What follows belongs to an exercise in optimizing a design on an open flow for small area, a short achievable clock period and few clock cycles per item; a production flow would make more cautious choices.
The RTL was checked by simulation tests, not by an equivalence proof against the original design.

==> flow/design.v (excerpt) <==
module sq8_dequant_vector_distance_top #(
	parameter int VALUE_WIDTH   = 32,
	parameter int FRACTION_BITS = 16
) (
	input  logic         clk,
	input  logic         arst_n,
	input  logic         s_axis_tvalid,
	output logic         s_axis_tready,
	input  logic [103:0] s_axis_tdata,
	input  logic         s_axis_tlast,    
	output logic         m_axis_tvalid,
	input  logic         m_axis_tready,
	output logic [63:0]  m_axis_tdata,    
	output logic [1:0]   m_axis_tuser,    
	input  logic         cfg_valid,
	output logic         cfg_ready,
	input  logic         cfg_index,
	input  logic [2:0]   cfg_data
);
clock: 13.0 ns
lec_check: 0
abc_area: 1
cap_margin: 35
core_margin: 2
core_utilization: 40
slew_margin: 25
standard.sh (not shown) runs the stock make flow with config.mk's settings and CLKGATE_MAP_FILE= SYNTH_SCRIPT=/design/flow/synth_recipe.tcl, a recipe that flattens the netlist after the stock synthesis.
==> flow/flow/run.sh <==
#!/bin/bash
set -euo pipefail
bash standard.sh SETUP_SLACK_MARGIN=8.8 finish > standard.log 2>&1
Testbench counts at the start, summed over its fixed seeds: cycles 14,371, vectors 384.
Edit:
--- a/flow/design.v
+++ b/flow/design.v
@@ -4335,23 +4335,23 @@
 	localparam logic [3:0] R_CN  = 4'd4;    
 	localparam logic [3:0] R_DP  = 4'd5;    
 	localparam logic [3:0] R_C0  = 4'd6;    
 	localparam logic [3:0] R_C2  = 4'd7;    
 	localparam logic [3:0] R_MAX = 4'd8;
 	localparam logic [3:0] R_MIN = 4'd9;
 	logic [NS-1:0] st, st_d;
 	logic [63:0] f_r, f_x, f_d, f_h, f_m;
 	logic [6:0]  f_cnt, cnt_d;
-	logic        c_1, c_2, c_8, c_ge2, c_ge8, c_le2, c_le3, c_le4;
-	logic [7:0]  fl_d, fl_m1, fl_m2, fl_m8;
-	function automatic logic [7:0] cflags(input logic [6:0] v);
+	logic        c_1, c_2, c_8, c_ge2, c_ge8, c_le2, c_le3, c_le4, c_le5, c_le8;
+	logic [9:0]  fl_d, fl_m1, fl_m2, fl_m8;
+	function automatic logic [9:0] cflags(input logic [6:0] v);
 		cflags = {v == 7'd1, v == 7'd2, v == 7'd8, v >= 7'd2, v >= 7'd8, v <= 7'd2, v <= 7'd3,
-			v <= 7'd4};
+			v <= 7'd4, v <= 7'd5, v <= 7'd8};
 	endfunction
 	assign fl_m1 = cflags(f_cnt - 7'd1);
 	assign fl_m2 = cflags(f_cnt - 7'd2);
 	assign fl_m8 = cflags(f_cnt - 7'd8);
 	logic        f_neg, f_sat, f_sq1, f_chk;
 	logic [1:0]  f_stat;
 	logic [3:0]  f_rsel;
 	assign mreq      = st[S_MUL1];
 	assign mreq_next = st_d[S_MUL1];
@@ -4393,19 +4393,19 @@
 	logic dv_r4;
 	assign dv_r4   = m_dotn && !f_chk && c_ge2;    
 	assign dv_last = dv_skip ? c_8 : (dv_r4 ? c_2 : c_1);
 	assign dv_stop = f_chk && !dv_skip && sb_ge;    
 	logic [63:0] mag_a;
 	assign mag_a = sum_a[63] ? (64'd0 - sum_a) : sum_a;
 	always_comb begin
 		st_d  = '0;
 		cnt_d = f_cnt;
-		fl_d  = {c_1, c_2, c_8, c_ge2, c_ge8, c_le2, c_le3, c_le4};
+		fl_d  = {c_1, c_2, c_8, c_ge2, c_ge8, c_le2, c_le3, c_le4, c_le5, c_le8};
 		if (st[S_IDLE]) begin
 			if (start) begin
 				if (m_cos || m_dotn || m_eu) st_d[S_SQ] = 1'b1;
 				else st_d[S_DONE] = 1'b1;
 				cnt_d = 7'd16;
 				fl_d  = cflags(7'd16);
 			end else st_d[S_IDLE] = 1'b1;
 		end
 		if (st[S_SQ]) begin
@@ -4448,19 +4448,19 @@
 		end
 		if (st[S_PL]) st_d[S_PS] = 1'b1;
 		if (st[S_PS]) st_d[S_DONE] = 1'b1;
 		if (st[S_DONE]) begin
 			if (out_valid) st_d[S_DONE] = 1'b1;
 			else st_d[S_IDLE] = 1'b1;
 		end
 	end
 	assign ok_next = (st[S_IDLE] && !start) || (!out_valid && (st[S_DONE] || st[S_PS] || st[S_PL] ||
-		(st[S_DIV] && (m_cos ? c_le3 : c_le4)) || (m_eu && (st[S_SQE] || (st[S_SQ] && c_le2)))));
+		(st[S_DIV] && (m_cos ? (f_neg ? c_le5 : c_le3) : (f_neg ? c_le4 : c_le8))) || (m_eu && (st[S_SQE] || (st[S_SQ] && c_le2)))));
 	always_ff @(posedge clk or negedge arst_n) begin
 		if (!arst_n) begin
 			st        <= NS'(1) << S_IDLE;
 			out_valid <= 1'b0;
 		end else begin
 			st <= st_d;
 			if (st[S_DONE] && !out_valid) out_valid <= 1'b1;
 			else if (out_ready) out_valid <= 1'b0;
 		end
@@ -4468,19 +4468,19 @@
 	always_ff @(posedge clk) begin
 		dv_q[0] <= st_d[S_DIV];
 		dv_q[1] <= !st_d[S_DIV];
 		dv_q[2] <= st_d[S_DIV] && m_dotn;
 		dv_q[3] <= !(st_d[S_DIV] && m_dotn);
 		dv_q[4] <= st_d[S_DIV] && !m_cos;
 		dv_q[5] <= !(st_d[S_DIV] && !m_cos);
 		dv_q[6] <= st_d[S_DIV] && !m_eu;
 		f_cnt <= cnt_d;
-		{c_1, c_2, c_8, c_ge2, c_ge8, c_le2, c_le3, c_le4} <= fl_d;
+		{c_1, c_2, c_8, c_ge2, c_ge8, c_le2, c_le3, c_le4, c_le5, c_le8} <= fl_d;
 		if (st[S_IDLE] && start) begin
 			f_neg  <= sum_a[63];
 			f_m    <= mag_a;
 			f_sat  <= vsat;
 			f_r    <= 64'd0;
 			f_d    <= 64'd0;
 			f_sq1  <= m_cos;
 			f_x    <= (m_cos || m_dotn) ? sum_b : sum_a;
 			f_h    <= sum_c;
The changed run passed the timing, DRC and antenna checks.
Maximum frequency came out lower by 0.96%.
Setup slack gets worse by 42 ps.
Final area came out higher by 0.95%.
Non-clock buffer count came out higher by 25.
Flip-flop and latch count came out higher by 2.
Wire length came out higher by 7.7%.
Testbench counts after the change, summed over its fixed seeds: cycles 14,319, vectors 384.

==> separate check: timing with driven ports <==
The flow's constraints put no driver on any port. The routed layouts listed below were extracted and timed again, unchanged, in two steps. Step 1 assumes that a clkbuf_16 drives the clock port and a buf_2 every other input. Step 2 times the ports against the registers' clock, not the clock port: input delays grow and output delays shrink by t, the midpoint of the rising clock arrivals with the driver on. a / b / c = ideal / step 1 / step 2; a / b = the first two.
run	t, ns	setup WS [ns]	slew at the worst register clock pin (ns)	cell pins on the clock port's net
the first run	0.944	8.635 / 8.635 / 7.799	0.07 / 0.07	1
the second run	0.955	8.593 / 8.593 / 7.786	0.10 / 0.10	1
After both steps setup and hold are still met in every run listed. The setup slack of the first run, which loses most, moves by 0.000 ns with the drivers and by -0.836 ns with both steps.
